From an optimization exercise on the open Yosys and OpenROAD flow, aimed at small area; shortcuts taken in it are not production practice. Function was checked by simulation only, so behaviour that the tests miss may differ from the original. Power and IR drop assume default switching activity.

**design/flow/flow/run.sh**
```bash
#!/bin/bash
# Layout flow: the standard layout (standard.sh, unchanged synthesis and
# steps), except that the port buffers use the plain buf_1 cell instead of the
# delay buffer the resizer picks by default. Each tool's output is kept in
# its own log file in this folder.
set -euo pipefail
export BUFFER_PORTS_ARGS="-buffer_cell sky130_fd_sc_hd__buf_1"
bash standard.sh synth > log_synth.txt 2>&1
bash standard.sh floorplan > log_floorplan.txt 2>&1
bash standard.sh place > log_place.txt 2>&1
bash standard.sh cts > log_cts.txt 2>&1
bash standard.sh route > log_route.txt 2>&1
bash standard.sh finish > log_finish.txt 2>&1
```
**design/flow/standard.sh**
```bash
#!/bin/bash
# synth_recipe.tcl (not shown) runs the flow's synth.tcl, then flattens the netlist and writes it again
# the make line also repeats each setting of config.mk as NAME=value (left out here)
make -C /OpenROAD-flow-scripts/flow DESIGN_CONFIG=/design/flow/config.mk WORK_HOME=/design/flow/orfs CLKGATE_MAP_FILE= SYNTH_SCRIPT=/design/flow/synth_recipe.tcl "${@:-finish}"
```
**design/flow/config.mk**
```make
export PLATFORM = sky130hd
export DESIGN_NAME = rename_core
export DESIGN_NICKNAME = rename_core
export VERILOG_FILES = /design/flow/design.v
export SDC_FILE = /design/flow/constraint.sdc
export NUM_CORES = 4
export LEC_CHECK = 0
export CAP_MARGIN = 5
export CORE_MARGIN = 2
export CORE_UTILIZATION = 70
export CTS_CLUSTER_DIAMETER = 80
export CTS_CLUSTER_SIZE = 25
export PLACE_DENSITY = 0.8
export SLEW_MARGIN = 5
export SYNTH_HIERARCHICAL = 1
export SYNTH_MINIMUM_KEEP_SIZE = 0
```
**design/flow/constraint.sdc**
```tcl
create_clock -name core_clock -period 6.0 [get_ports {clk}]
set_input_delay 1.2000 -clock core_clock [delete_from_list [all_inputs] [get_ports {clk}]]
set_output_delay 1.2000 -clock core_clock [all_outputs]
set_load 0.01 [all_outputs]
```
**design/flow/design.v**
```verilog
`timescale 1ns/1ns
`default_nettype none
module rename_core (
    input  wire                      clk,
    input  wire                      rst,
    input  wire                      dispatch_req,
    input  wire [5-1:0]  issue_rs1,
    input  wire [5-1:0]  issue_rs2,
    input  wire [5-1:0]  issue_rd,
    input  wire                      issue_has_rd,
    output wire                      dispatch_ack,
    output wire [4-1:0]      disp_src1_tag,
    output wire [32-1:0]     disp_src1_value,
    output wire [4-1:0]      disp_src2_tag,
    output wire [32-1:0]     disp_src2_value,
    output wire [4-1:0]      disp_dest_tag,
    input  wire                      wb_valid,
    input  wire [4-1:0]      wb_tag,
    input  wire [32-1:0]     wb_value,
    input  wire                      wb_mispredict,
    output wire                      commit_valid,
    output wire [5-1:0]  commit_rd,
    output wire                      commit_has_rd,
    output wire [4-1:0]      commit_tag,
    output wire [32-1:0]     commit_value,
    output wire                      commit_flush
);
    localparam int NR = 32;
    localparam int DW = 32;
    localparam int RW = 5;
    localparam int D  = 8;
    logic [DW-1:0] rf [1:NR-1];
    logic [RW-1:0] ent_rd  [D];
    logic [DW-1:0] ent_val [D];
    logic [D-1:0]  ent_mis;
    logic [D-1:0]  done;
    logic [D-1:0]  pend;
    logic [3:0]    head;         
    logic [3:0]    tail;
    logic          ack_q;
    logic          cv_q;         
    logic [DW-1:0] hold_n;       
    logic [RW-1:0] rs1_q;
    logic [RW-1:0] rs2_q;
    logic          same_q;       
    logic          haz_q;        
    logic          flip_q;       
    logic          hold2_q;      
    logic [3:0]    s1tag_q;
    logic [3:0]    s2tag_q;
    logic [2:0]    dslot_q;      
    logic [2:0]    cslot;
    logic [DW-1:0] cval;
    logic [RW-1:0] crd;
    logic          chas;
    logic          flush;
    logic          cwr;
    logic [D-1:0]  csel;         
    logic          cmis;
    assign cslot = head[2:0] - 3'd1;
    always_comb begin
        for (int i = 0; i < D; i++) csel[i] = (cslot == 3'(i));
    end
    localparam int CW = DW + RW + 2;     
    logic [CW-1:0] ent_w [D];
    logic [CW-1:0] cword;
    always_comb begin
        for (int i = 0; i < D; i++) ent_w[i] = {ent_mis[i], pend[i], ent_rd[i], ent_val[i]};
    end
    genvar cb;
    generate
        for (cb = 0; cb < CW; cb++) begin : g_c_bit
            logic t0, t1, t2;
            rf_aoi3 u_c0 (
                .a0 (ent_w[0][cb]), .s0 (csel[0]),
                .a1 (ent_w[1][cb]), .s1 (csel[1]),
                .a2 (ent_w[2][cb]), .s2 (csel[2]),
                .y  (t0)
            );
            rf_aoi3 u_c1 (
                .a0 (ent_w[3][cb]), .s0 (csel[3]),
                .a1 (ent_w[4][cb]), .s1 (csel[4]),
                .a2 (ent_w[5][cb]), .s2 (csel[5]),
                .y  (t1)
            );
            assign t2 = !((ent_w[6][cb] && csel[6]) || (ent_w[7][cb] && csel[7]));
            assign cword[cb] = !(t0 && t1 && t2);
        end
    endgenerate
    assign {cmis, chas, crd, cval} = cword;
    assign flush = cv_q && cmis;
    assign cwr   = cv_q && chas;
    assign commit_valid  = cv_q;
    assign commit_rd     = crd;
    assign commit_has_rd = chas;
    assign commit_tag    = {head[2:0] == 3'd0, head[2:0]};
    assign commit_value  = cval;
    assign commit_flush  = cmis;
    logic full;
    logic empty;
    logic grant;
    logic cfire;
    logic alloc_has;
    logic [2:0] wb_idx;
    assign empty     = (head == tail);
    assign full      = (head[2:0] == tail[2:0]) && (head[3] != tail[3]);
    assign grant     = dispatch_req && !ack_q && !full && !flush;
    assign cfire     = !empty && done[head[2:0]] && !flush;
    assign alloc_has = issue_has_rd && (issue_rd != '0);
    assign wb_idx    = wb_tag[2:0] - 3'd1;
    always_ff @(posedge clk) begin
        if (rst || flush) begin
            head <= '0;
            tail <= '0;
            cv_q <= 1'b0;
        end else begin
            if (grant) tail <= tail + 4'd1;
            if (cfire) head <= head + 4'd1;
            cv_q <= cfire;
        end
    end
    always_ff @(posedge clk) begin
        ack_q <= !rst && (grant || (ack_q && dispatch_req));
    end
    always_ff @(posedge clk) begin
        for (int i = 0; i < D; i++) begin
            if (grant && tail[2:0] == 3'(i)) begin
                done[i]   <= 1'b0;
                ent_rd[i] <= issue_rd;
            end else if (wb_valid && wb_idx == 3'(i)) begin
                done[i]   <= 1'b1;
            end
            if (wb_valid && wb_idx == 3'(i)) begin
                ent_val[i] <= wb_value;
                ent_mis[i] <= wb_mispredict;
            end
        end
    end
    always_ff @(posedge clk) begin
        for (int i = 0; i < D; i++) begin
            if (rst || flush) begin
                pend[i] <= 1'b0;
            end else if (grant && tail[2:0] == 3'(i)) begin
                pend[i] <= alloc_has;
            end else if (cv_q && cslot == 3'(i)) begin
                pend[i] <= 1'b0;
            end
        end
    end
    logic [D-1:0] live_pend;
    logic [D-1:0] below_tail;
    logic [2:0]   own_slot;
    assign own_slot = dslot_q - 3'd1;
    always_comb begin
        live_pend = pend;
        if (ack_q) live_pend[own_slot] = 1'b0;
        else if (cv_q) live_pend[cslot] = 1'b0;
        for (int i = 0; i < D; i++) begin
            below_tail[i] = (3'(i) < tail[2:0]);
        end
    end
    function automatic logic [3:0] find_tag(input logic [D-1:0] m,
                                            input logic [D-1:0] bt);
        logic [D-1:0] ml;
        logic [3:0]   t;
        ml = m & bt;
        t = 4'd0;
        if (ml != '0) begin
            for (int i = 0; i < D; i++) if (ml[i]) t = 4'(i + 1);
        end else begin
            for (int i = 0; i < D; i++) if (m[i]) t = 4'(i + 1);
        end
        find_tag = t;
    endfunction
    logic [D-1:0]  m;
    logic [RW-1:0] cam_idx;
    logic [3:0]    cam_tag;
    logic          first_q;      
    assign cam_idx = ack_q ? rs2_q : issue_rs1;
    always_comb begin
        for (int i = 0; i < D; i++) begin
            m[i] = live_pend[i] && (ent_rd[i] == cam_idx);
        end
    end
    assign cam_tag = find_tag(m, below_tail);
    logic [NR-1:1] sel;
    logic [RW-1:0] live_idx;
    logic [DW-1:0] rf_out;
    logic [DW-1:0] rf_all;       
    logic [DW-1:0] hold_d;
    logic          flip;
    assign live_idx = flip_q ? rs1_q : rs2_q;
    logic [RW-1:0] rd_idx;
    assign rd_idx = ack_q ? live_idx : issue_rs1;
    always_comb begin
        for (int r = 1; r < NR; r++) begin
            sel[r] = (rd_idx == RW'(r));
        end
    end
    localparam int NG = (NR - 1) / 3;    
    logic [NG:0] rf_t [DW];
    genvar gb, gg;
    generate
        for (gb = 0; gb < DW; gb++) begin : g_rd_bit
            for (gg = 0; gg < NG; gg++) begin : g_rd_grp
                rf_aoi3 u_aoi (
                    .a0 (rf[3*gg+1][gb]), .s0 (sel[3*gg+1]),
                    .a1 (rf[3*gg+2][gb]), .s1 (sel[3*gg+2]),
                    .a2 (rf[3*gg+3][gb]), .s2 (sel[3*gg+3]),
                    .y  (rf_t[gb][gg])
                );
            end
            assign rf_t[gb][NG] = !(rf[NR-1][gb] && sel[NR-1]);
            assign rf_all[gb]   = &rf_t[gb];
            assign rf_out[gb]   = !rf_all[gb];
        end
    endgenerate
    assign hold_d = (!ack_q && cwr && crd == issue_rs1) ? cval : rf_out;
    assign flip = ack_q && haz_q && !flip_q && cv_q && (head[2:0] == dslot_q);
    logic [DW-1:0] rf_wdata;
    assign rf_wdata = cval & {DW{!rst}};
    always_ff @(posedge clk) begin
        for (int r = 1; r < NR; r++) begin
            if (rst || (cwr && crd == RW'(r))) begin
                rf[r] <= rf_wdata;
            end
        end
    end
    always_ff @(posedge clk) begin
        if (!ack_q || flip) begin
            hold_n   <= ~hold_d;
        end
        if (!ack_q) begin
            rs1_q    <= issue_rs1;
            rs2_q    <= issue_rs2;
            same_q   <= (issue_rs1 == issue_rs2);
            haz_q    <= (issue_rd == issue_rs2) && (issue_rs1 != issue_rs2);
            s1tag_q  <= cam_tag;
            dslot_q  <= tail[2:0] + 3'd1;
        end
    end
    always_ff @(posedge clk) begin
        first_q <= !ack_q;
        if (ack_q && first_q) begin
            s2tag_q <= cam_tag;
        end
    end
    always_ff @(posedge clk) begin
        if (!ack_q) begin
            flip_q  <= 1'b0;
            hold2_q <= (issue_rs1 == issue_rs2);
        end else if (flip) begin
            flip_q  <= 1'b1;
            hold2_q <= 1'b1;
        end
    end
    assign dispatch_ack    = ack_q;
    assign disp_src1_tag   = s1tag_q;
    assign disp_src2_tag   = first_q ? cam_tag : s2tag_q;
    genvar ob;
    generate
        for (ob = 0; ob < DW; ob++) begin : g_out_bit
            out_oai22 u_o1 (
                .a1 (rf_all[ob]), .a2 (!flip_q),
                .b1 (hold_n[ob]), .b2 (flip_q),
                .y  (disp_src1_value[ob])
            );
            out_oai22 u_o2 (
                .a1 (hold_n[ob]), .a2 (!hold2_q),
                .b1 (rf_all[ob]), .b2 (hold2_q),
                .y  (disp_src2_value[ob])
            );
        end
    endgenerate
    assign disp_dest_tag   = {dslot_q == 3'd0, dslot_q};
endmodule
module out_oai22 (
    input  wire a1,
    input  wire a2,
    input  wire b1,
    input  wire b2,
    output wire y
);
    assign y = !((a1 || a2) && (b1 || b2));
endmodule
module rf_aoi3 (
    input  wire a0,
    input  wire s0,
    input  wire a1,
    input  wire s1,
    input  wire a2,
    input  wire s2,
    output wire y
);
    assign y = !((a0 && s0) || (a1 && s1) || (a2 && s2));
endmodule
`default_nettype wire
```
==> results of run 1 <==
-- stage by stage --
stage | hold WS (ps) | setup WS, ps | instances | power (mW) | utilization, %
floorplan | 434.8 | 561.2 | 2638 | 13.32 | -
global placement | 447.0 | 433.7 | 3859 | 14.30 | 75.34
detailed placement | 468.9 | 323.2 | 3859 | 14.49 | 75.34
CTS | 490.2 | 311.2 | 3940 | 19.26 | 77.91
global route | 512.4 | 23.78 | 3940 | 19.78 | 77.91
finish | 495.7 | 245.2 | 3942 | 19.33 | 77.92
-- final timing paths --
kind                                               end  slack [ps]                 start  cells past startpoint
worst min register to register    done[2]$_SDFFE_PP0P_         500  done[2]$_SDFFE_PP0P_                      2
worst max-delay path               disp_src1_value[30]         250          issue_rs1[3]                     12
worst max register to register  ent_rd[3][0]$_DFFE_PP_        1460  head[0]$_SDFFE_PP0P_                     11
worst min-delay path              done[2]$_SDFFE_PP0P_         500  done[2]$_SDFFE_PP0P_                      2
-- state kept, by name (all words and copies together), names as in the netlist, 3 cells and up --
register / cells
s2tag_q: 4
ent_mis: 8
head: 4
ent_rd: 40
dslot_q: 3
ent_val: 256
s1tag_q: 4
tail: 4
hold_n: 32
pend: 8
done: 8
rs2_q: 5
rf: 992
rs1_q: 5
-- per-layer routing --
layer	part of all wire [%]	routed length, um
met1	34	45530
met2	49	65250
met3	14	18650
met4	3.2	4299
met5	0.016	22
-- placed cells by master, fill, tap and decap left out, types with 37 or more instances in the layout --
cell / synthesis / layout
nand3_1: 56 / 56
a22oi_1: 37 / 37
buf_4: 3 / 132
nor2_1: 94 / 53
buf_1: 3 / 175
inv_1: 63 / 63
o22ai_1: 66 / 66
clkbuf_16: 0 / 69
xnor2_1: 39 / 39
nand4_1: 74 / 74
edfxtp_1: 1351 / 1351
a222oi_1: 398 / 398
mux2i_1: 38 / 38
nand2_1: 82 / 82
-- modules after synthesis, one instance, submodules excluded --
module       copies in the design  cell area (um2)  cells inside  flip-flops and latches
rename_core                     1            46320          2176                    1379
rf_aoi3                       398            10.01             1                       0
out_oai22                      64            6.256             1                       0
-- power by group through the flow --
stage | registers [mW] | clock network (mW) | logic [mW]
finish | 12.0 | 4.94 | 2.34
global route | 12.1 | 5.21 | 2.45
CTS | 12.0 | 4.95 | 2.27
detailed placement | 12.2 | 0 | 2.25
global placement | 12.2 | 0 | 2.15
floorplan | 12.2 | 0 | 1.17
-- critical path, delay by kind of cell --
family	cells	cell delay, ps
simple gates	4	1420
compound gates	4	1060
buf+inv	4	840
-- cells by family after synthesis --
family	synth area share, %
AO/OA/AOI/OAI	11.63
XOR/XNOR	1.212
multiplexers	1.113
AND/OR/NAND/NOR	3.561
buffers and inverters	0.9055
adder cells (fa/ha/maj)	0.4664
flip-flops	81.11
-- cell type report --
type	count	area [um2]	share of cell area, %
sequential	1379	41130	73.72
timing repair buffer	312	1733	3.106
clock inverter	8	102.6	0.1839
clock buffer	73	1742	3.121
antenna	2	5.005	0.008970
tap	950	1189	2.130
inverter	65	244.0	0.4373
multi-input combinational	1153	9649	17.29
==> run notes, run 1 <==
- EDFF count, synth: 1351
- Synth top area share: 80.00%
- Max frequency: 173.8 MHz
- Vias in the first global route: 29960
- Worst Skew: 38.39 ps
- PortBufs: 176
- Tot GR Track Use: 35.79%
- Chip width: 273.2 um
- Fillers: 3742
- Outcome: complete, no violations
- Sequential power share: 62.3%
- Final hold violations: 0
- Die area: 0.07461 mm2
- FFs w/ async S/R, synth: 0%
- Final instance area: 0.05580 mm2
- Fin crit period: 5755 ps
- Via/cell ratio: 7.718
- Area of the core: 0.07161 mm2
- Largest net degree at the start of global routing: 40
- Number of buffers created by CTS: 66
- Layout cells sized above 1: 11.27%
- Final setup fails: 0
- Cells after Synth: 2638
- Leakage power: 18.64 nW
- Global route overflow: 0
- Worst skew pair latency: 660 ps
- Postcts setup bufs: 0
- CP required: 4800 ps
- CTS Hold Bufs: 0
- GPL Wtd Cong: 0.9589
- Initial cell density of the core: 70.81%
- Number of max-cap violations: 0
- CP cell instances: buf_1 -> nor2_1 -> a21oi_1 -> nand2_1 -> nor2_2 -> buf_4 -> a222oi_1 -> nand4_1 -> a2111o_1 -> inv_1 -> o22ai_1 -> buf_1
- Met1 usage: 49.49%
- Dpl hpwl: 80220 um
- H-Tree Depth: 3
- Sequential area share after synthesis: 81.11%
- Total negative slack: 0 ps
- Register bit total from synthesis: 1379
- Die height: 273.2 um
- Top cell by count, worst path: buf_1
- Vias: 30430
- Placed inst area: 0.05395 mm2
- Syn Area/Cell: 19.22 um2
- CP Class: in2out
- Worst Hold Class: reg2reg
- Ys flop type: edfxtp_1
- Row Count: 98
- Netlist Area Pre-Place: 0.05071 mm2
- Final period utilization: 95.91%
- Switching part of the total: 25.11%
- GR Util met3: 7.231%
- Top cells by area, synth: edfxtp_1 (80%), a222oi_1 (7.9%), dfxtp_1 (1.1%)
- I/O pin total: 178
- Pwr/cell area: 346.4 mW/mm2
- Combinational share of power: 12.1%
- Final nets: 3052
- Drt wl/cell: 33.93 um
- Ys Warns: 17
- Final wirelength: 133700 um
- VDD IR max: 0.3530 mV
- Worst setup SP type: input pin
- # DRC: 0
- Unrepaired setup endpoints after global routing: false
- Clk pin slew, worst setup/hold paths: 90 ps
- Gr busiest metal: met2
- Crit path capture type: output pin
- Initial drt markers: 6389
- Post-route ant nets: 0
- Cts repair resizes: 0
- Initial antenna violation count: 4
- Most numerous cell in the Yosys netlist: edfxtp_1
- CTS tree: done
- Pins over their slew limit: 0
- Most frequent cells after synthesis: edfxtp_1 (1351), a222oi_1 (398), nor2_1 (94)
- Critical path arrival: 4550 ps
- Clock power frac: 25.6%
- Layout area overhead: 10.03%
- Slew @ Worst Pin: 1303 ps
- Pint: 14.48 mW
- Yosys top cell by area: edfxtp_1
- P_sw: 4.854 mW
- Initial DRT Pass Iterations: 10
- Crit Path Max Fanout: 17
- Longest Clk Path Bufs: 3
- Clk sink count: 1379
- Max incr delay on CP: 870 ps
- CTS root buffer: clkbuf_16
- Met2 Track Usage GR: 58.25%
- Slowest cell on crit path: nor2_2
- Worst slew margin: 13.06%
- Post-synth cell types: 70
- Global-route wire length before repair: 192900 um
- Syn nets: 2713
==> run 2, diff against run 1 <==
--- a/design/flow/config.mk
+++ b/design/flow/config.mk
@@ -6,5 +6,5 @@
 export NUM_CORES = 4
 export LEC_CHECK = 0
-export CAP_MARGIN = 5
+export CAP_MARGIN = 0
 export CORE_MARGIN = 2
 export CORE_UTILIZATION = 70
@@ -12,5 +12,5 @@
 export CTS_CLUSTER_SIZE = 25
 export PLACE_DENSITY = 0.8
-export SLEW_MARGIN = 5
+export SLEW_MARGIN = 0
 export SYNTH_HIERARCHICAL = 1
 export SYNTH_MINIMUM_KEEP_SIZE = 0
==> run 2 against run 1 <==
Utilization stayed put. Highest routed layer unchanged. Power stayed put. Still clean. Clock skew stayed put. Critical path depth stayed put. Via count stayed put.
==> run notes, run 2 <==
- Worst Hold Class: reg2reg
- Critical Path Start: issue_rs1[3]
- Post-synth cell types: 70 (unchanged)
- CP cell instances: buf_1 -> nor2_1 -> a21oi_1 -> nand2_1 -> nor2_2 -> buf_4 -> a222oi_1 -> nand4_1 -> a2111o_1 -> inv_1 -> o22ai_1 -> buf_1
- Initial cell density of the core: 70.81% (unchanged)
- Critical path arrival: 4550 ps (about the same)
- Top cells by area, synth: edfxtp_1 (80%), a222oi_1 (7.9%), dfxtp_1 (1.1%)
- Most common cell after layout, fill and taps aside: edfxtp_1
- Worst skew pair latency: 660 ps (about the same)
- Leakage power: 18.64 nW (unchanged)
- I/O pin total: 178 (unchanged)
- CTS Hold Bufs: 0 (unchanged)
- Row Count: 98 (unchanged)
- Outcome: complete, no violations
- Top cell by count, worst path: buf_1
- Global route overflow: 0 (unchanged)
- Via/cell ratio: 7.718 (unchanged)
- Hold Crit Start: done[2]$_SDFFE_PP0P_
- Ys flop type: edfxtp_1
- Fillers: 3742 (unchanged)
- Final setup fails: 0 (unchanged)
- Max incr delay on CP: 870 ps (about the same)
- Die height: 273.2 um (unchanged)
- Most frequent cells after synthesis: edfxtp_1 (1351), a222oi_1 (398), nor2_1 (94)
- Slowest cell on crit path: nor2_2
- VDD IR max: 0.3530 mV (unchanged)
- Drt wl/cell: 33.93 um (unchanged)
- Ys Warns: 17 (unchanged)
- Switching part of the total: 25.11% (unchanged)
- Cts repair resizes: 0 (unchanged)
- FFs w/ async S/R, synth: 0% (unchanged)
- Total negative slack: 0 ps (unchanged)
- Initial antenna violation count: 4 (unchanged)
- H-Tree Depth: 3 (unchanged)
- Tot GR Track Use: 35.79% (unchanged)
- P_sw: 4.854 mW (unchanged)
- Clk sink count: 1379 (unchanged)
- PortBufs: 176 (unchanged)
- Syn Area/Cell: 19.22 um2 (unchanged)
- Slew @ Worst Pin: 1303 ps (unchanged)
- Worst Skew: 38.39 ps (unchanged)
- Sequential area share after synthesis: 81.11% (unchanged)
- Max frequency: 173.8 MHz (unchanged)
- CTS tree: done
- Syn nets: 2713 (unchanged)
- GPL Wtd Cong: 0.9589 (unchanged)
- Yosys top cell by area: edfxtp_1
- Vias: 30430 (unchanged)
- Dpl hpwl: 80220 um (unchanged)
- Reg with most FFs: rf
- Max FFs per register: 992 (unchanged)
- Largest net degree at the start of global routing: 40 (unchanged)
- Register bit total from synthesis: 1379 (unchanged)
- Layout area overhead: 10.03% (unchanged)
- Clock power frac: 25.6% (about the same)
- CP required: 4800 ps (about the same)
- Cells after Synth: 2638 (unchanged)
- Final wirelength: 133700 um (unchanged)
- Worst reg2reg startpoint: head[0]$_SDFFE_PP0P_
- Synth top area share: 80.00% (unchanged)
- Post-route ant nets: 0 (unchanged)
- Chip width: 273.2 um (unchanged)
- Most numerous cell in the Yosys netlist: edfxtp_1
- Postcts setup bufs: 0 (unchanged)
- Die area: 0.07461 mm2 (unchanged)
- Fin crit period: 5755 ps (unchanged)
- Top flop regs: rf: 992 flops, ent_val: 256 flops, ent_rd: 40 flops
- Most frequent cells in the layout: edfxtp_1 (1351), a222oi_1 (398), buf_1 (175)
- Vias in the first global route: 29960 (unchanged)
- EDFF count, synth: 1351 (unchanged)
- Clk pin slew, worst setup/hold paths: 90 ps (about the same)
- Sequential power share: 62.3% (about the same)
- Crit path capture type: output pin
- Combinational share of power: 12.1% (about the same)
- CTS root buffer: clkbuf_16
- Pint: 14.48 mW (unchanged)
- Layout cells sized above 1: 11.27% (unchanged)
- # DRC: 0 (unchanged)
- Crit path max-delay family: simple AND/OR/NAND/NOR gates
- Area of the core: 0.07161 mm2 (unchanged)
- Final hold violations: 0 (unchanged)
- Longest Clk Path Bufs: 3 (unchanged)
- Netlist Area Pre-Place: 0.05071 mm2 (unchanged)
- Min Hold Slack: 495.7 ps (unchanged)
- Worst slew margin: 13.06% (unchanged)
- Global-route wire length before repair: 192900 um (unchanged)
- Unrepaired setup endpoints after global routing: false
- Number of buffers created by CTS: 66 (unchanged)
- CP bufs+invs: 4 (unchanged)
- Final period utilization: 95.91% (unchanged)
- Pins over their slew limit: 0 (unchanged)
- Initial DRT Pass Iterations: 10 (unchanged)
- Pwr/cell area: 346.4 mW/mm2 (unchanged)
- CP Class: in2out
- Crit Path Max Fanout: 17 (unchanged)
- Worst setup SP type: input pin
- Final nets: 3052 (unchanged)
- Initial drt markers: 6389 (unchanged)
- Number of max-cap violations: 0 (unchanged)
==> run 2: Yosys stat by module (local to each module, per instance) <==
module / cell area (um2) / flip-flops and latches / times used / cells inside
out_oai22: 6.256 / 0 / 64 / 1
rf_aoi3: 10.01 / 0 / 398 / 1
rename_core: 46320 / 1379 / 1 / 2176
==> run 2: area by class of cell <==
class / instances / area [um2] / share of cell area (%)
sequential: 1379 / 41130 / 73.72
antenna: 2 / 5.005 / 0.008970
multi-input combinational: 1153 / 9649 / 17.29
inverter: 65 / 244.0 / 0.4373
clock buffer: 73 / 1742 / 3.121
clock inverter: 8 / 102.6 / 0.1839
timing repair buffer: 312 / 1733 / 3.106
tap: 950 / 1189 / 2.130
==> run 2: kinds of logic after synthesis <==
logic type | after synthesis | share of synthesized area, %
xor+xnor | 68 | 1.212
simple gates | 362 | 3.561
buf+inv | 106 | 0.9055
fa+ha+maj | 19 | 0.4664
compound gates | 657 | 11.63
mux | 47 | 1.113
flops | 1379 | 81.11
==> run 2: metal layers <==
layer,vias up,GRT usage (%),share of wire [%]
li1,12320,-,-
met1,15030,49.49,34
met2,2737,58.25,49
met3,338,7.231,14
met4,4,11.95,3.2
met5,-,0,0.016
==> run 2: worst paths after layout <==
path | endpoint | slack [ps] | cells after the start
min reg2reg | done[2]$_SDFFE_PP0P_ | 500 | 2
max | disp_src1_value[30] | 250 | 12
min | done[2]$_SDFFE_PP0P_ | 500 | 2
max reg2reg | ent_rd[3][0]$_DFFE_PP_ | 1460 | 11
==> run 2: metrics by stage <==
| step | power [mW] | setup slack [ps] | util, % | instances | instance area (um2) |
|---|---|---|---|---|---|
| 2_1_floorplan | 13.32 | 561.2 | - | 2638 | 50710 |
| 3_3_place_gp | 14.30 | 433.7 | 75.34 | 3859 | 53950 |
| 3_5_place_dp | 14.49 | 323.2 | 75.34 | 3859 | 53950 |
| 4_1_cts | 19.26 | 311.2 | 77.91 | 3940 | 55790 |
| 5_1_grt | 19.78 | 23.78 | 77.91 | 3940 | 55790 |
| 6_report | 19.33 | 245.2 | 77.92 | 3942 | 55800 |
==> run 2: worst min-delay path: stages (launching register included) <==
cell	delay, ps
dfxtp_1	340
nor2_1	50
nor2_1	70
==> run 2: power groups by stage <==
stage                     sequential [mW]  clock [mW]  combinational (mW)
after CTS                            12.0        4.95                2.27
after global placement               12.2           0                2.15
after detailed placement             12.2           0                2.25
after global routing                 12.1        5.21                2.45
final                                12.0        4.94                2.34
after floorplan                      12.2           0                1.17
==> run 3, diff against run 2 <==
--- a/design/flow/config.mk
+++ b/design/flow/config.mk
@@ -6,11 +6,11 @@
 export NUM_CORES = 4
 export LEC_CHECK = 0
-export CAP_MARGIN = 0
+export CAP_MARGIN = 5
 export CORE_MARGIN = 2
 export CORE_UTILIZATION = 70
 export CTS_CLUSTER_DIAMETER = 80
-export CTS_CLUSTER_SIZE = 25
+export CTS_CLUSTER_SIZE = 28
 export PLACE_DENSITY = 0.8
-export SLEW_MARGIN = 0
+export SLEW_MARGIN = 5
 export SYNTH_HIERARCHICAL = 1
 export SYNTH_MINIMUM_KEEP_SIZE = 0
==> run 3 against run 2 <==
Via count down 0.68%. Combinational power about the same. Global-route usage is 0.81 points lower. Sequential share of layout area is 0.44 points higher. Flip-flop and latch count did not move. Clock skew grew 8.6 ps. Synthesized cell count stayed put. Critical path depth is the same. Utilization shrank 0.46 points. Clock power down about 10%. Register-to-register slack barely moved. Worst setup slack worse by 75 ps. Highest routed layer is now met4.
==> run notes, run 3 <==
- Syn Area/Cell: 19.22 um2 (unchanged)
- Dpl hpwl: 80220 um (unchanged)
- Final hold violations: 0 (unchanged)
- Cts repair resizes: 0 (unchanged)
- Cells after Synth: 2638 (unchanged)
- Via/cell ratio: 7.685 (-0.43%)
- Pwr/cell area: 339.2 mW/mm2 (-2.1%)
- Final wirelength: 131300 um (-1.8%)
- Yosys top cell by area: edfxtp_1
- VDD IR max: 0.2864 mV (-19%)
- Most numerous cell in the Yosys netlist: edfxtp_1
- Fin worst setup slack: 170.1 ps (-75.14 ps)
- FFs w/ async S/R, synth: 0% (unchanged)
- Final period utilization: 97.17% (+1.3 points)
- Chip width: 273.2 um (unchanged)
- Post-synth cell types: 70 (unchanged)
- Synth top area share: 80.00% (unchanged)
- Top flop regs: rf: 992 flops, ent_val: 256 flops, ent_rd: 40 flops
- CP Class: reg2out
- Reg with most FFs: rf
- Sequential area share after synthesis: 81.11% (unchanged)
- Worst reg2reg startpoint: head[0]$_SDFFE_PP0P_
- Unrepaired setup endpoints after global routing: false
- Critical path capture point: disp_src1_value[25]
- Reg2reg end: pend[3]$_SDFFE_PP0P_
- Global route overflow: 0 (unchanged)
- Leakage power: 18.48 nW (-0.87%)
- Worst Hold Class: reg2reg
- Critical path arrival: 4630 ps (+80 ps)
- Max FFs per register: 992 (unchanged)
- Worst setup SP type: flop
- Vias in the first global route: 29580 (-1.3%)
- Longest Clk Path Bufs: 3 (unchanged)
- Worst skew pair latency: 690 ps (+30 ps)
- EDFF count, synth: 1351 (unchanged)
- Dpl ws: 323.2 ps (unchanged)
- CTS root buffer: clkbuf_16
- Area of the core: 0.07161 mm2 (unchanged)
- Die height: 273.2 um (unchanged)
- Fin crit period: 5830 ps (+75.14 ps)
- GPL Wtd Cong: 0.9589 (unchanged)
- Register bit total from synthesis: 1379 (unchanged)
- Vias: 30220 (-0.68%)
- Postcts setup bufs: 0 (unchanged)
- Number of max-cap violations: 0 (unchanged)
- Fillers: 3763 (+0.56%)
- Top cells by area, synth: edfxtp_1 (80%), a222oi_1 (7.9%), dfxtp_1 (1.1%)
- Syn nets: 2713 (unchanged)
- Ys flop type: edfxtp_1
- Most frequent cells after synthesis: edfxtp_1 (1351), a222oi_1 (398), nor2_1 (94)
- CTS Hold Bufs: 0 (unchanged)
- Slew @ Worst Pin: 1304 ps (+1.633 ps)
- PortBufs: 176 (unchanged)
- Tot GR Track Use: 34.98% (-0.81 points)
- Placed Cells incl. Taps: 3859 (unchanged)
- Layout cells sized above 1: 10.91% (-0.36 points)
- Final setup fails: 0 (unchanged)
- Most frequent cells in the layout: edfxtp_1 (1351), a222oi_1 (398), buf_1 (175)
- Final nets: 3042 (-0.33%)
- Clk sink count: 1379 (unchanged)
- H-Tree Depth: 2 (-1)
- Final core occ: 77.46% (-0.46 points)
- Number of buffers created by CTS: 56 (-15%)
- Initial DRT Pass Iterations: 14 (+4)
- Crit Path Max Fanout: 17 (unchanged)
- Critical Path Start: ack_q$_DFF_P_
- Outcome: complete, no violations
- Most common cell after layout, fill and taps aside: edfxtp_1
- Layout area overhead: 9.381%
- Netlist Area Pre-Place: 0.05071 mm2 (unchanged)
- Largest net degree at the start of global routing: 40 (unchanged)
- Max frequency: 171.5 MHz (-1.3%)
- # DRC: 0 (unchanged)
- Worst slew margin: 12.95% (-0.11 points)
- Crit path capture type: output pin
- Clk pin slew, worst setup/hold paths: 100 ps (about the same)
- Global-route wire length before repair: 189400 um (-1.8%)
- Ys Warns: 17 (unchanged)
- Post-route ant nets: 0 (unchanged)
- Die area: 0.07461 mm2 (unchanged)
- Initial drt markers: 6284 (-1.6%)
- Worst Skew: 46.96 ps (+8.574 ps)
- Pins over their slew limit: 0 (unchanged)
- CP required: 4800 ps (about the same)
- Post-Layout Cell Count: 3932 (-0.25%)
- Initial cell density of the core: 70.81% (unchanged)
- Total negative slack: 0 ps (unchanged)
- Path depth of the worst reg2reg path: 13 (+2)
- Initial antenna violation count: 2 (-2)
- Drt wl/cell: 33.39 um (-1.6%)
- Worst reg-to-reg setup slack: 1460 ps (about the same)
- CTS tree: done
- Min Hold Slack: 490.4 ps (-5.277 ps)
- I/O pin total: 178 (unchanged)
- Row Count: 98 (unchanged)
==> run 3: cell counts after synthesis <==
No cell type changed its count.
==> run 3: metal layers <==
metal | global-route usage, % | routed length (um)
met4 | 11.30 | 3923
met5 | 0 | 0
met2 | 56.32 | 63580
met3 | 6.950 | 18600
met1 | 49.23 | 45200
==> run 3: area by class of cell <==
class	count	area, um2	share of cell area, %
Antenna cell	2	5.005	0.009023
Clock buffer	62	1424	2.567
Clock inverter	9	90.09	0.1624
Inverter	65	244.0	0.4399
Multi-Input combinational cell	1153	9649	17.40
Sequential cell	1379	41130	74.16
Tap cell	950	1189	2.143
Timing Repair Buffer	312	1733	3.124
==> run 3: worst max-delay path: stages (launching register included) <==
cell	delay [ps]
dfxtp_2	550
inv_1	200
a21oi_1	450
nor2b_1	280
nand2_1	150
nor2_2	800
buf_4	410
a222oi_1	140
nand4_1	160
a2111o_1	230
inv_1	90
o22ai_1	300
buf_1	200
==> run 3: worst min path at each step <==
stage                         startpoint                    to  slack (ps)  cells after the start
floorplan           done[2]$_SDFFE_PP0P_  done[2]$_SDFFE_PP0P_         430                      2
global placement    done[6]$_SDFFE_PP0P_  done[6]$_SDFFE_PP0P_         450                      2
detailed placement  done[2]$_SDFFE_PP0P_  done[2]$_SDFFE_PP0P_         470                      2
CTS                 done[2]$_SDFFE_PP0P_  done[2]$_SDFFE_PP0P_         490                      2
global route        done[6]$_SDFFE_PP0P_  done[6]$_SDFFE_PP0P_         500                      2
finish              done[2]$_SDFFE_PP0P_  done[2]$_SDFFE_PP0P_         490                      2
==> run 3: logic make-up after synthesis <==
family / synth area share (%)
compound gates: 11.63
buf+inv: 0.9055
flops: 81.11
xor+xnor: 1.212
mux: 1.113
simple gates: 3.561
fa+ha+maj: 0.4664
==> run 3: modules after synthesis (local to each module, per instance) <==
| module | cells | cell area (um2) | flops+latches | copies in the design |
|---|---|---|---|---|
| out_oai22 | 1 | 6.256 | 0 | 64 |
| rf_aoi3 | 1 | 10.01 | 0 | 398 |
| rename_core | 2176 | 46320 | 1379 | 1 |
==> run 3: where the power goes <==
part           internal, mW  total, mW  switching [mW]
clock network          1.72       4.44            2.72
logic                 0.602       2.33            1.73
registers              11.7       12.0           0.314
total                  14.1       18.8            4.76
==> run 3: metrics by stage <==
stage / power (mW) / instance area [um2]
CTS: 18.73 / 55460
global route: 19.27 / 55460
global placement: 14.30 / 53950
finish: 18.81 / 55470
detailed placement: 14.49 / 53950
floorplan: 13.32 / 50710
==> run 4, diff against run 3 <==
--- a/design/flow/config.mk
+++ b/design/flow/config.mk
@@ -10,5 +10,5 @@
 export CORE_UTILIZATION = 70
 export CTS_CLUSTER_DIAMETER = 80
-export CTS_CLUSTER_SIZE = 28
+export CTS_CLUSTER_SIZE = 32
 export PLACE_DENSITY = 0.8
 export SLEW_MARGIN = 5
==> run 4 against run 3 <==
Still clean. Critical path depth is the same. Sequential power is essentially flat. Flip-flop and latch count is the same. Routed wire length shrank 0.59%. Critical path type unchanged.
==> run notes, run 4 <==
- Outcome: complete, no violations
- Clk sink count: 1379 (unchanged)
- Number of max-cap violations: 0 (unchanged)
- Top cell by count, worst path: inv_1
- Longest Clk Path Bufs: 3 (unchanged)
- Register bit total from synthesis: 1379 (unchanged)
- Initial drt markers: 6046 (-3.8%)
- Via/cell ratio: 7.596 (-1.2%)
- Switching part of the total: 25.36% (+0.051 points)
- Unrepaired setup endpoints after global routing: false
- Slowest cell on crit path: nor2_2
- Pwr/cell area: 338.0 mW/mm2 (-0.34%)
- Leakage power: 18.46 nW (-0.12%)
- I/O pin total: 178 (unchanged)
- Final hold violations: 0 (unchanged)
- Reg with most FFs: rf
- Final instance area: 0.05544 mm2 (about the same)
- Global-route wire length before repair: 189400 um (about the same)
- Yosys top cell by area: edfxtp_1
- Die height: 273.2 um (unchanged)
- Netlist Area Pre-Place: 0.05071 mm2 (unchanged)
- Syn nets: 2713 (unchanged)
- Number of buffers created by CTS: 51 (-8.9%)
- Ys flop type: edfxtp_1
- Pins over their slew limit: 0 (unchanged)
- Final wirelength: 130500 um (-0.59%)
- Sequential area share after synthesis: 81.11% (unchanged)
- CTS tree: done
- Synth top area share: 80.00% (unchanged)
- Postcts setup bufs: 0 (unchanged)
- Layout cells sized above 1: 10.84% (-0.063 points)
- # DRC: 0 (unchanged)
- Vias: 29850 (-1.2%)
- GPL Wtd Cong: 0.9589 (unchanged)
- Crit Path Max Fanout: 17 (unchanged)
- Worst skew pair latency: 670 ps (-20 ps)
- Area of the core: 0.07161 mm2 (unchanged)
- Worst slew margin: 8.215% (-4.7 points)
- Final setup fails: 0 (unchanged)
- Placed inst area: 0.05395 mm2 (unchanged)
- Drt wl/cell: 33.21 um (-0.54%)
- Most common cell after layout, fill and taps aside: edfxtp_1
- Most numerous cell in the Yosys netlist: edfxtp_1
- Most frequent cells in the layout: edfxtp_1 (1351), a222oi_1 (398), buf_1 (175)
- Crit path capture type: output pin
- CP bufs+invs: 4 (unchanged)
- Top flop regs: rf: 992 flops, ent_val: 256 flops, ent_rd: 40 flops
- GR Util met3: 7.548% (+0.60 points)
- Worst Hold Class: reg2reg
- Ys Warns: 17 (unchanged)
- Cts repair resizes: 0 (unchanged)
- CP required: 4800 ps (about the same)
- Clk pin slew, worst setup/hold paths: 110 ps (about the same)
- PortBufs: 176 (unchanged)
- Final period utilization: 96.67% (-0.50 points)
- Met2 Track Usage GR: 56.36% (about the same)
- CP cell instances: inv_1 -> a21oi_1 -> nor2b_1 -> nand2_1 -> nor2_2 -> buf_4 -> a222oi_1 -> nand4_1 -> a2111o_1 -> inv_1 -> o22ai_1 -> buf_1
- Slew @ Worst Pin: 1375 ps (+70.90 ps)
- Post-route ant nets: 0 (unchanged)
- Gr busiest metal: met2
- Dpl hpwl: 80220 um (unchanged)
- Critical path arrival: 4600 ps (-30 ps)
- Min Hold Slack: 494.1 ps (+3.713 ps)
- CP Class: reg2out
- Crit path max-delay family: simple AND/OR/NAND/NOR gates
- Row Count: 98 (unchanged)
- Worst Skew: 33.64 ps (-13.32 ps)
- Post-Layout Cell Count: 3930 (-0.051%)
- Die area: 0.07461 mm2 (unchanged)
- Initial antenna violation count: 4 (+2)
- Final nets: 3037 (-0.16%)
- Fin crit period: 5800 ps (-29.83 ps)
- Fillers: 3783 (+0.53%)
- Final core occ: 77.42% (about the same)
- Max FFs per register: 992 (unchanged)
- VDD IR max: 0.2694 mV (-5.9%)
- Worst setup SP type: flop
- Placed Cells incl. Taps: 3859 (unchanged)
- Tot GR Track Use: 34.98% (about the same)
- Syn Area/Cell: 19.22 um2 (unchanged)
- Sequential power share: 64.2% (+0.2 points)
- Cells after Synth: 2638 (unchanged)
- CTS root buffer: clkbuf_16
- Layout area overhead: 9.327% (about the same)
- Most frequent cells after synthesis: edfxtp_1 (1351), a222oi_1 (398), nor2_1 (94)
- P_sw: 4.753 mW (-0.19%)
- Clock power frac: 23.3% (-0.3 points)
- Met1 usage: 48.69% (-0.54 points)
- Initial cell density of the core: 70.81% (unchanged)
- Post-synth cell types: 70 (unchanged)
- Largest net degree at the start of global routing: 40 (unchanged)
- H-Tree Depth: 2 (unchanged)
- Global route overflow: 0 (unchanged)
- Max frequency: 172.4 MHz (+0.51%)
- Initial DRT Pass Iterations: 14 (unchanged)
- Top cells by area, synth: edfxtp_1 (80%), a222oi_1 (7.9%), dfxtp_1 (1.1%)
- Pint: 13.99 mW (-0.46%)
- Max incr delay on CP: 760 ps (-40 ps)
- Vias in the first global route: 29670 (+0.29%)
- Combinational share of power: 12.4% (about the same)
- EDFF count, synth: 1351 (unchanged)
- FFs w/ async S/R, synth: 0% (unchanged)
- Chip width: 273.2 um (unchanged)
- Total negative slack: 0 ps (unchanged)
- CTS Hold Bufs: 0 (unchanged)
==> run 4: area by class of cell <==
type | instances | area [um2] | area share, %
diodes | 1 | 2.502 | 0.004514
clock buffers | 59 | 1349 | 2.433
clock inverters | 11 | 140.1 | 0.2528
inverters | 65 | 244.0 | 0.4401
multi-input cells | 1153 | 9649 | 17.41
flip-flops and latches | 1379 | 41130 | 74.19
well taps | 950 | 1189 | 2.144
repair buffers | 312 | 1733 | 3.126
==> run 4: logic make-up (layout without fill, tap and decap cells) <==
family	count (synthesis)	after routing	share of synthesized area (%)
buffers and inverters	106	447	0.9055
muxes	47	47	1.113
adders and majority gates	19	19	0.4664
and+or+nand+nor	362	362	3.561
other	0	1	0
DFF	1379	1379	81.11
xor gates and xnor gates	68	68	1.212
AOI/OAI and AO/OA	657	657	11.63
==> run 4: final timing paths <==
check	cells after the start	startpoint	end	slack [ps]
max reg2reg	13	head[0]$_SDFFE_PP0P_	pend[3]$_SDFFE_PP0P_	1490
min	2	done[2]$_SDFFE_PP0P_	done[2]$_SDFFE_PP0P_	490
max	12	ack_q$_DFF_P_	disp_src1_value[25]	200
min reg2reg	2	done[2]$_SDFFE_PP0P_	done[2]$_SDFFE_PP0P_	490
==> run 4: metal layers <==
metal,up-vias,part of all wire (%)
met5,-,0.021
met1,14850,35
met3,285,14
li1,12280,-
met2,2431,49
met4,4,3.0
==> run 4: worst min-delay path: cells and delay by family (launching register included) <==
kind | cells | cell delay, ps
flip-flops | 1 | 350
AND/OR/NAND/NOR | 2 | 120
==> run 4: power by group through the flow <==
stage,combinational (mW),clock [mW],sequential (mW)
2_1_floorplan,1.17,0,12.2
3_3_place_gp,2.15,0,12.2
3_5_place_dp,2.25,0,12.2
4_1_cts,2.26,4.38,12.0
5_1_grt,2.44,4.66,12.1
6_report,2.33,4.38,12.0
==> run 4: modules after synthesis (local to each module, per instance) <==
module / cells / area [um2]
rename_core: 2176 / 46320
rf_aoi3: 1 / 10.01
out_oai22: 1 / 6.256
==> run 4: stage by stage <==
| stage | total power, mW | setup WS (ps) |
|---|---|---|
| after global placement | 14.30 | 433.7 |
| after floorplan | 13.32 | 561.2 |
| after CTS | 18.67 | 231.2 |
| after global routing | 19.21 | 63.15 |
| after detailed placement | 14.49 | 323.2 |
| final | 18.74 | 199.9 |
==> run 5, diff against run 4 <==
--- a/design/flow/config.mk
+++ b/design/flow/config.mk
@@ -8,8 +8,9 @@
 export CAP_MARGIN = 5
 export CORE_MARGIN = 2
-export CORE_UTILIZATION = 70
-export CTS_CLUSTER_DIAMETER = 80
-export CTS_CLUSTER_SIZE = 32
-export PLACE_DENSITY = 0.8
+export CORE_UTILIZATION = 55
+export CTS_BUF_LIST = sky130_fd_sc_hd__clkbuf_8 sky130_fd_sc_hd__clkbuf_16
+export CTS_CLUSTER_DIAMETER = 60
+export CTS_CLUSTER_SIZE = 20
+export PLACE_DENSITY = 0.65
 export SLEW_MARGIN = 5
 export SYNTH_HIERARCHICAL = 1
==> run 5 against run 4 <==
Cell area rose by 3.4%. Non-clock buffer count increased by 13. Critical path depth rose by 1. Count of clock-buffer cells in the layout up 35. Die area up 27%. Combinational power barely moved. Routed wire length grew 3.0%. Synthesized cell count did not move. Sequential share of layout area fell by 2.5 points.
==> run notes, run 5 <==
- Outcome: complete, no violations
- Cells after Synth: 2638 (unchanged)
- Die height: 307.6 um (+13%)
- Sequential power share: 58.1% (-6.1 points)
- Storage cell area: 0.04113 mm2 (about the same)
- GPL Wtd Cong: 0.9518 (-0.74%)
- Syn Area/Cell: 19.22 um2 (unchanged)
- FFs w/ async S/R, synth: 0% (unchanged)
- Initial DRT Pass Iterations: 10 (-4)
- Post-synth cell types: 70 (unchanged)
- Pwr/cell area: 360.5 mW/mm2 (+6.6%)
- Global-route wire length before repair: 192100 um (+1.4%)
- Reg with most FFs: rf
- Leakage power: 19.23 nW (+4.2%)
- H-Tree Depth: 3 (+1)
- Final setup fails: 0 (unchanged)
- I/O pin total: 178 (unchanged)
- Worst reg2reg startpoint: head[0]$_SDFFE_PP0P_
- Synth top area share: 80.00% (unchanged)
- Chip width: 307.6 um (+13%)
- Crit Path Max Fanout: 17 (unchanged)
- Layout area overhead: 13.07%
- Most frequent cells after synthesis: edfxtp_1 (1351), a222oi_1 (398), nor2_1 (94)
- Multi-input logic area: 0.009701 mm2 (+0.53%)
- # DRC: 0 (unchanged)
- Ys Warns: 17 (unchanged)
- CTS Hold Bufs: 0 (unchanged)
- Most common cell after layout, fill and taps aside: edfxtp_1
- Die area: 0.09464 mm2 (+27%)
- Fin crit period: 5622 ps (-178.1 ps)
- CP Class: in2out
- Post-route ant nets: 0 (unchanged)
- Hold Crit Start: done[6]$_SDFFE_PP0P_
- Total negative slack: 0 ps (unchanged)
- Clk pin slew, worst setup/hold paths: 70 ps (-40 ps)
- VDD IR max: 0.2762 mV (+2.5%)
- Postcts setup bufs: 0 (unchanged)
- Vias: 29290 (-1.9%)
- Unrepaired setup endpoints after global routing: false
- Sequential area share after synthesis: 81.11% (unchanged)
- Cts repair resizes: 0 (unchanged)
- Slowest cell on crit path: a2111o_1
- Worst Hold Class: reg2reg
- Tot GR Track Use: 28.06% (-6.9 points)
- Worst skew pair latency: 690 ps (+20 ps)
- Number of buffers created by CTS: 92 (+80%)
- Most frequent cells in the layout: edfxtp_1 (1351), a222oi_1 (398), buf_1 (175)
- Worst slew margin: 15.96% (+7.7 points)
- Final hold violations: 0 (unchanged)
- Pint: 15.44 mW (+10%)
- Reg2reg end: pend[3]$_SDFFE_PP0P_
- PortBufs: 176 (unchanged)
- Area of the core: 0.09152 mm2 (+28%)
- Clk sink count: 1379 (unchanged)
- Max incr delay on CP: 590 ps (-170 ps)
- Critical path arrival: 4420 ps (-180 ps)
- Placed Cells incl. Taps: 4108 (+6.5%)
- Initial antenna violation count: 3 (-1)
- Max FFs per register: 992 (unchanged)
- Netlist Area Pre-Place: 0.05071 mm2 (unchanged)
- Top flop regs: rf: 992 flops, ent_val: 256 flops, ent_rd: 40 flops
- EDFF count, synth: 1351 (unchanged)
- Yosys top cell by area: edfxtp_1
- Pwr Total: 20.67 mW (+10%)
- Drt wl/cell: 31.60 um (-4.8%)
- Layout cells sized above 1: 13.31% (+2.5 points)
- Initial cell density of the core: 55.40% (-15 points)
- CP required: 4800 ps (about the same)
- CTS tree: done
- Final wirelength: 134400 um (+3.0%)
- Syn nets: 2713 (unchanged)
- Top cells by area, synth: edfxtp_1 (80%), a222oi_1 (7.9%), dfxtp_1 (1.1%)
- Via/cell ratio: 6.888 (-9.3%)
- Register bit total from synthesis: 1379 (unchanged)
- Combinational share of power: 11.4% (-1.0 points)
- Crit path capture type: output pin
- Number of max-cap violations: 0 (unchanged)
- Post-Layout Cell Count: 4252 (+8.2%)
- Longest Clk Path Bufs: 3 (unchanged)
- Largest net degree at the start of global routing: 40 (unchanged)
- Row Count: 111 (+13%)
- Global route overflow: 0 (unchanged)
- Slew @ Worst Pin: 1259 ps (-116.1 ps)
- Final period utilization: 93.70% (-3.0 points)
- Most numerous cell in the Yosys netlist: edfxtp_1
- Pins over their slew limit: 0 (unchanged)
- Max frequency: 177.9 MHz (+3.2%)
- CP cell instances: buf_1 -> a21oi_1 -> buf_4 -> nor2_1 -> nand2_1 -> nor2_4 -> buf_4 -> a222oi_1 -> nand4_1 -> a2111o_1 -> inv_1 -> o22ai_1 -> buf_1
- Worst Skew: 27.10 ps (-6.549 ps)
- Vias in the first global route: 28960 (-2.4%)
- P_sw: 5.230 mW (+10%)
- Clock power frac: 30.5% (+7.2 points)
- Switching part of the total: 25.30% (-0.065 points)
- CTS root buffer: clkbuf_16
- Ys flop type: edfxtp_1
- Hold depth: 2 (unchanged)
- Fillers: 6343 (+68%)
- Initial drt markers: 4891 (-19%)
- Worst setup SP type: input pin
- Worst-case hold path end point: done[6]$_SDFFE_PP0P_
- Path depth of the worst reg2reg path: 13 (unchanged)
- Worst reg-to-reg setup slack: 1500 ps (about the same)
- Dpl hpwl: 82380 um (+2.7%)
- Final nets: 3091 (+1.8%)
run 5: cell counts after synthesis:
Identical to the previous run, type by type.
run 5: layout make-up:
class / count / area share [%]
diodes: 1 / 0.004364
clock buffers: 94 / 4.102
clock inverters: 49 / 0.9165
inverters: 65 / 0.4255
multi-input cells: 1153 / 16.92
flip-flops and latches: 1379 / 71.74
well taps: 1186 / 2.588
repair buffers: 325 / 3.306
run 5: metal layers:
metal  share of wire [%]  vias to the layer above  wire [um]  GRT usage, %
met5              0.0089                        -         12             0
li1                    -                    12460          -             -
met1                  38                    14980      51720         38.43
met2                  48                     1665      64500         45.20
met3                  12                      178      15470         7.260
met4                 2.0                        2       2684         7.260
run 5: how the worst max path moves through the flow:
stage                     cells past startpoint  slack, ps                  end                  from
after global routing                         14        110   disp_src1_value[4]   flip_q$_SDFFE_PN0P_
after detailed placement                     13        210  disp_src1_value[11]          issue_rs1[4]
final                                        13        380  disp_src1_value[11]          issue_rs1[4]
after floorplan                              11        560  rf[12][0]$_DFFE_PP_  head[1]$_SDFFE_PP0P_
after global placement                       13        240   disp_src1_value[4]          issue_rs1[4]
after CTS                                    14         70  disp_src1_value[11]         ack_q$_DFF_P_
run 5: cell families after synthesis:
logic type	synth area share, %
AO/OA/AOI/OAI	11.63
buffers and inverters	0.9055
adder cells (fa/ha/maj)	0.4664
flip-flops	81.11
AND/OR/NAND/NOR	3.561
multiplexers	1.113
XOR/XNOR	1.212
run 5: critical path, delay by kind of cell:
family / cells / cell delay [ps]
and+or+nand+nor: 4 / 1020
AOI/OAI and AO/OA: 4 / 1240
buffers and inverters: 5 / 950
run 5: stage by stage:
step           area [um2]  util, %  worst slack [ps]  hold slack, ps
2_1_floorplan       50710        -             561.2           434.8
3_3_place_gp        54420    59.46             240.3           450.1
3_5_place_dp        54420    59.46             215.0           462.2
4_1_cts             57300    62.60             65.02           483.1
5_1_grt             57340    62.65             114.7           512.9
6_report            57340    62.65             378.0           478.4
run 5: modules after synthesis (local to each module, per instance):
module	copies in the design	area (um2)	cells
rename_core	1	46320	2176
rf_aoi3	398	10.01	1
out_oai22	64	6.256	1
run 5: power groups by stage:
stage                     clock, mW  sequential [mW]  combinational [mW]
after floorplan                   0             12.2                1.17
after global placement            0             12.2                2.25
after detailed placement          0             12.2                2.31
after CTS                      6.39             12.0                2.32
after global routing           6.71             12.1                2.50
final                          6.30             12.0                2.36

## afterwards: timing with drivers on the ports
Ports are ideal in the flow. The routed layouts listed here were re-timed in OpenROAD.
Step 1: set_driving_cell puts a clkbuf_16 on clk and a buf_2 on each other input, an assumption about the parent block.
Step 2 times the ports against the registers' clock, not the clock port: input delays grow and output delays shrink by t, the midpoint of the rising clock arrivals with the driver on.
Three values: ideal, step 1, step 2; two values: the first two.
| run | shift t [ns] | setup WS [ns] | worst register clock-pin slew, ns | worst slew at a driven data input, ns |
|---|---|---|---|---|
| run 1 | 0.711 | 0.245 / 0.187 / 0.195 | 0.10 / 0.10 | 0.08 |
| run 2 | 0.711 | 0.245 / 0.187 / 0.195 | 0.10 / 0.10 | 0.08 |
| run 3 | 0.730 | 0.170 / 0.104 / 0.173 | 0.11 / 0.11 | 0.09 |
| run 4 | 0.724 | 0.200 / 0.133 / 0.171 | 0.12 / 0.12 | 0.09 |
| run 5 | 0.745 | 0.378 / 0.307 / 0.339 | 0.08 / 0.08 | 0.08 |
After both steps every run listed still meets setup and hold.
